Background: an optimization exercise with open tools, aiming at small area, a short achievable clock period and few clock cycles per item. Do not read the settings as production practice.
In this exercise RTL edits were held to simulation tests only and were not proved equivalent to the original.
Power and IR drop assume default switching activity.

==> flow/design.v <==
package deq_pkg;
  localparam int unsigned DEPTH  = 32;
  localparam int unsigned AW     = $clog2(DEPTH);
  localparam int unsigned CW     = $clog2(DEPTH + 1);
  localparam int unsigned CMD_W  = 3;
  localparam int unsigned DATA_W = 32;
  localparam int unsigned ST_W   = 2;
  typedef enum logic [CMD_W-1:0] {
    CMD_PUSH_FRONT = 3'd0,
    CMD_PUSH_REAR  = 3'd1,
    CMD_POP_FRONT  = 3'd2,
    CMD_POP_REAR   = 3'd3,
    CMD_QUERY      = 3'd4,
    CMD_DUMP       = 3'd5
  } cmd_t;
  typedef enum logic [ST_W-1:0] {
    ST_OK    = 2'd0,
    ST_UNDER = 2'd1,
    ST_OVER  = 2'd2
  } status_t;
  function automatic logic [AW-1:0] ring_pos(input logic [AW-1:0] base,
                                             input logic [CW-1:0] off);
    logic [CW:0] sum;
    logic [CW:0] lim;
    lim = DEPTH;
    sum = {{(CW+1-AW){1'b0}}, base} + {1'b0, off};
    if (sum >= lim) begin
      sum = sum - lim;
    end
    ring_pos = sum[AW-1:0];
  endfunction
endpackage
module deq_ram #(
  parameter int unsigned WIDTH = 32,
  parameter int unsigned DEPTH = 32
) (
  input  logic                     clk,
  input  logic                     we,
  input  logic [$clog2(DEPTH)-1:0] waddr,
  input  logic [WIDTH-1:0]         wdata,
  input  logic                     re,
  input  logic [$clog2(DEPTH)-1:0] raddr,
  output logic [WIDTH-1:0]         rdata
);
  logic [WIDTH-1:0] mem [DEPTH];
  always_ff @(posedge clk) begin
    if (we) begin
      mem[waddr] <= wdata;
    end
    if (re) begin
      rdata <= mem[raddr];
    end
  end
endmodule
module double_ended_queue_top (
  input  logic                              clk,
  input  logic                              rst_n,
  input  logic                              in_valid,
  output logic                              in_ready,
  input  logic [deq_pkg::CMD_W-1:0]         in_command,
  input  logic signed [deq_pkg::DATA_W-1:0] in_value,
  output logic                              out_valid,
  input  logic                              out_ready,
  output logic signed [deq_pkg::DATA_W-1:0] out_data,
  output logic [deq_pkg::ST_W-1:0]          out_status,
  output logic                              out_empty_res,
  output logic                              out_last
);
  localparam int unsigned DEPTH = deq_pkg::DEPTH;
  localparam int unsigned AW    = deq_pkg::AW;
  localparam int unsigned CW    = deq_pkg::CW;
  localparam int unsigned DW    = deq_pkg::DATA_W;
  logic [DW-1:0] mem [DEPTH];
  logic [AW-1:0] front;        
  logic [AW-1:0] rear;         
  logic [CW-1:0] cnt;
  logic [AW-1:0] front_m1;     
  logic [AW-1:0] rear_p1;      
  logic          rdy;
  logic          wok;          
  logic          y_v;
  logic [AW-1:0] rp;
  logic [DEPTH-1:0] rsel;      
  logic [1:0]    y_s;
  logic          y_e;
  logic          y_l;
  logic          dnl;          
  logic          out_v;
  logic [DW-1:0] out_d;
  logic [1:0]    out_s;
  logic          out_e;
  logic          out_l;
  logic          sk_v;
  logic [DW-1:0] sk_d;
  logic [1:0]    sk_s;
  logic          sk_e;
  logic          sk_l;
  logic          x;
  logic          full;
  logic          empty;
  logic          cnt_one;
  logic          cnt_ge2;
  logic          c_pushf, c_pushr, c_popf, c_popr, c_dump, c_push, c_pop;
  logic [DEPTH-1:0] wf_ok;
  logic [DEPTH-1:0] wr_ok;
  logic [DEPTH-1:0] we_w;
  logic          out_free;
  logic          y_mv;
  logic [AW-1:0] rp_inc;
  logic          nxt_last;
  logic [DW-1:0] res_d;
  logic          sk_v_n;
  logic [CW-1:0] cnt_n;
  logic          dnl_n;
  logic [1:0]    x_s;
  logic [DEPTH-1:0] front_oh;
  logic [DEPTH-1:0] rear_oh;
  logic          x_e;
  assign full    = cnt[CW-1];
  assign empty   = (cnt == '0);
  assign cnt_one = (cnt == CW'(1));
  assign cnt_ge2 = |cnt[CW-1:1];
  assign c_pushf = (in_command == 3'd0);
  assign c_pushr = (in_command == 3'd1);
  assign c_popf  = (in_command == 3'd2);
  assign c_popr  = (in_command == 3'd3);
  assign c_dump  = (in_command == 3'd5);
  assign c_push  = c_pushf || c_pushr;
  assign c_pop   = c_popf || c_popr;
  assign x  = in_valid && rdy;
  assign out_free = !out_v || out_ready;
  assign y_mv     = !sk_v;
  assign rp_inc   = rp + 1'b1;
  assign nxt_last = (rp_inc == rear);
  assign in_ready = rdy;
  always_comb begin
    x_s = deq_pkg::ST_OK;
    x_e = empty;
    if (c_push) begin
      x_e = 1'b0;
      if (full) x_s = deq_pkg::ST_OVER;
    end
    if (c_pop) begin
      if (empty) x_s = deq_pkg::ST_UNDER;
      else       x_e = cnt_one;
    end
    if (c_dump && !empty) x_e = 1'b0;
  end
  always_comb begin
    res_d = sk_d & {DW{sk_v}};
    for (int i = 0; i < DEPTH; i++) begin
      res_d = res_d | (mem[i] & {DW{rsel[i] && !sk_v}});
    end
  end
  always_comb begin
    for (int i = 0; i < DEPTH; i++) begin
      front_oh[i] = (front == AW'(i));
      rear_oh[i]  = (rear == AW'(i));
    end
  end
  always_comb begin
    for (int i = 0; i < DEPTH; i++) begin
      wf_ok[i] = wok && (front_m1 == AW'(i));
      wr_ok[i] = wok && (rear_p1 == AW'(i));
      we_w[i]  = in_command[0] ? wr_ok[i] : wf_ok[i];
    end
  end
  always_ff @(posedge clk) begin
    for (int i = 0; i < DEPTH; i++) begin
      if (we_w[i]) mem[i] <= in_value;
    end
  end
  always_comb begin
    cnt_n = cnt;
    if (x && c_push && !full) cnt_n = cnt + 1'b1;
    if (x && c_pop && !empty) cnt_n = cnt - 1'b1;
    sk_v_n = !out_free && (sk_v || y_v);
    dnl_n = dnl;
    if (y_mv) begin
      if (dnl)    dnl_n = !nxt_last;
      else if (x) dnl_n = c_dump && cnt_ge2;
      else        dnl_n = 1'b0;
    end
  end
  always_ff @(posedge clk) begin
    if (!rst_n) begin
      front    <= '0;
      rear     <= '1;
      front_m1 <= '1;
      rear_p1  <= '0;
      cnt   <= '0;
      rdy   <= 1'b1;
      wok   <= 1'b1;
      y_v   <= 1'b0;
      dnl   <= 1'b0;
      out_v <= 1'b0;
      sk_v  <= 1'b0;
    end else begin
      if (x) begin
        if (c_pushf && !full) begin
          front    <= front_m1;
          front_m1 <= front_m1 - 1'b1;
        end
        if (c_popf && !empty) begin
          front    <= front + 1'b1;
          front_m1 <= front;
        end
        if (c_pushr && !full) begin
          rear    <= rear_p1;
          rear_p1 <= rear_p1 + 1'b1;
        end
        if (c_popr && !empty) begin
          rear    <= rear - 1'b1;
          rear_p1 <= rear;
        end
      end
      cnt  <= cnt_n;
      rdy  <= !sk_v_n && !dnl_n;
      wok  <= !sk_v_n && !dnl_n && !cnt_n[CW-1];
      dnl  <= dnl_n;
      sk_v <= sk_v_n;
      if (y_mv) y_v <= dnl || x;
      if (out_free) out_v <= sk_v || y_v;
    end
  end
  always_ff @(posedge clk) begin
    if (y_mv) begin
      if (dnl) begin
        rp   <= rp_inc;
        rsel <= {rsel[DEPTH-2:0], rsel[DEPTH-1]};
        y_s  <= deq_pkg::ST_OK;
        y_e  <= 1'b0;
        y_l  <= nxt_last;
      end else begin
        rp   <= c_popr ? rear : front;
        rsel <= (x && (c_pop || c_dump) && !empty) ? (c_popr ? rear_oh : front_oh) : '0;
        y_s  <= x_s;
        y_e  <= x_e;
        y_l  <= !(c_dump && cnt_ge2);
      end
    end
    if (out_free) begin
      out_d <= res_d;
      out_s <= sk_v ? sk_s : y_s;
      out_e <= sk_v ? sk_e : y_e;
      out_l <= sk_v ? sk_l : y_l;
    end
    if (!sk_v) begin
      sk_d <= res_d;
      sk_s <= y_s;
      sk_e <= y_e;
      sk_l <= y_l;
    end
  end
  assign out_valid     = out_v;
  assign out_data      = out_d;
  assign out_status    = out_s;
  assign out_empty_res = out_e;
  assign out_last      = out_l;
endmodule
clock: 5.0 ns
lec_check: 0
cap_margin: 20
core_margin: 2
core_utilization: 70
cts_cluster_diameter: 100
cts_cluster_size: 30
setup_slack_margin: 2.7
slew_margin: 20
run.sh (not shown) runs the stock make flow with config.mk's settings and CLKGATE_MAP_FILE= SYNTH_SCRIPT=/design/flow/synth_recipe.tcl, a recipe that flattens the netlist after the stock synthesis.
Testbench counts at the start, summed over its fixed seeds: cycles 5,691, items 4,800.
Rerun with:
--- a/flow/design.v
+++ b/flow/design.v
@@ -76,9 +76,8 @@
   logic [CW-1:0] cnt;
   logic [AW-1:0] front_m1;     
   logic [AW-1:0] rear_p1;      
   logic          rdy;
-  logic          wok;          
   logic          y_v;
   logic [AW-1:0] rp;
   logic [DEPTH-1:0] rsel;      
   logic [1:0]    y_s;
@@ -109,9 +108,8 @@
   logic [AW-1:0] rp_inc;
   logic          nxt_last;
   logic [DW-1:0] res_d;
   logic          sk_v_n;
-  logic [CW-1:0] cnt_n;
   logic          dnl_n;
   logic [1:0]    x_s;
   logic [DEPTH-1:0] front_oh;
   logic [DEPTH-1:0] rear_oh;
@@ -159,10 +157,10 @@
     end
   end
   always_comb begin
     for (int i = 0; i < DEPTH; i++) begin
-      wf_ok[i] = wok && (front_m1 == AW'(i));
-      wr_ok[i] = wok && (rear_p1 == AW'(i));
+      wf_ok[i] = rdy && !full && (front_m1 == AW'(i));
+      wr_ok[i] = rdy && !full && (rear_p1 == AW'(i));
       we_w[i]  = in_command[0] ? wr_ok[i] : wf_ok[i];
     end
   end
   always_ff @(posedge clk) begin
@@ -170,11 +168,8 @@
       if (we_w[i]) mem[i] <= in_value;
     end
   end
   always_comb begin
-    cnt_n = cnt;
-    if (x && c_push && !full) cnt_n = cnt + 1'b1;
-    if (x && c_pop && !empty) cnt_n = cnt - 1'b1;
     sk_v_n = !out_free && (sk_v || y_v);
     dnl_n = dnl;
     if (y_mv) begin
       if (dnl)    dnl_n = !nxt_last;
@@ -189,9 +184,8 @@
       front_m1 <= '1;
       rear_p1  <= '0;
       cnt   <= '0;
       rdy   <= 1'b1;
-      wok   <= 1'b1;
       y_v   <= 1'b0;
       dnl   <= 1'b0;
       out_v <= 1'b0;
       sk_v  <= 1'b0;
@@ -212,12 +206,12 @@
         if (c_popr && !empty) begin
           rear    <= rear - 1'b1;
           rear_p1 <= rear;
         end
+        if (c_push && !full)   cnt   <= cnt + 1'b1;
+        if (c_pop && !empty)   cnt   <= cnt - 1'b1;
       end
-      cnt  <= cnt_n;
       rdy  <= !sk_v_n && !dnl_n;
-      wok  <= !sk_v_n && !dnl_n && !cnt_n[CW-1];
       dnl  <= dnl_n;
       sk_v <= sk_v_n;
       if (y_mv) y_v <= dnl || x;
       if (out_free) out_v <= sk_v || y_v;
=> The changed run completed with no timing, DRC or antenna violations. Total power went down by 0.63%. Core utilization fell by 1.3 points. Cell area falls by 1.8%. Count of clock-buffer cells in the layout is unchanged. Worst setup slack gains 0.049 ns. Sequential share of layout area increases by 1.3 points. Global-route usage stays flat. First-iteration DRC count goes up by 1.3%. Die area goes down by 0.32%. Routed wire length went down by 0.86%. Area after synthesis decreases by 0.33%.
Testbench counts after the change, summed over its fixed seeds: cycles 5,691, items 4,800.

==> static timing again, ports no longer ideal <==
Ports are ideal in the flow. The routed layouts listed here were re-timed in OpenROAD.
Step 1 sets driving cells, clkbuf_16 on the clock port and buf_2 on the other inputs (assumed; they add their load-dependent delay and slew).
Step 2 moves the port delays by t, midway between the first and last clock arrival at a register: inputs arrive t later, outputs are due t later. That takes back most of the time a late clock gives input paths.
Slacks: ideal ports / drivers / drivers and shift; pairs: ideal ports / drivers.
run | t (ns) | setup slack, ns | hold slack, ns | worst slew at a driven data input, ns
the first run | 0.712 | 2.630 / 2.630 / 1.993 | 0.495 / 0.495 / 0.495 | 0.05
the second run | 0.702 | 2.678 / 2.660 / 2.028 | 0.485 / 0.485 / 0.485 | 0.11
After both steps setup and hold are still met in every run listed. For the second run, which loses most, drivers alone change the setup slack by -0.018 ns; drivers and shift together by -0.650 ns.
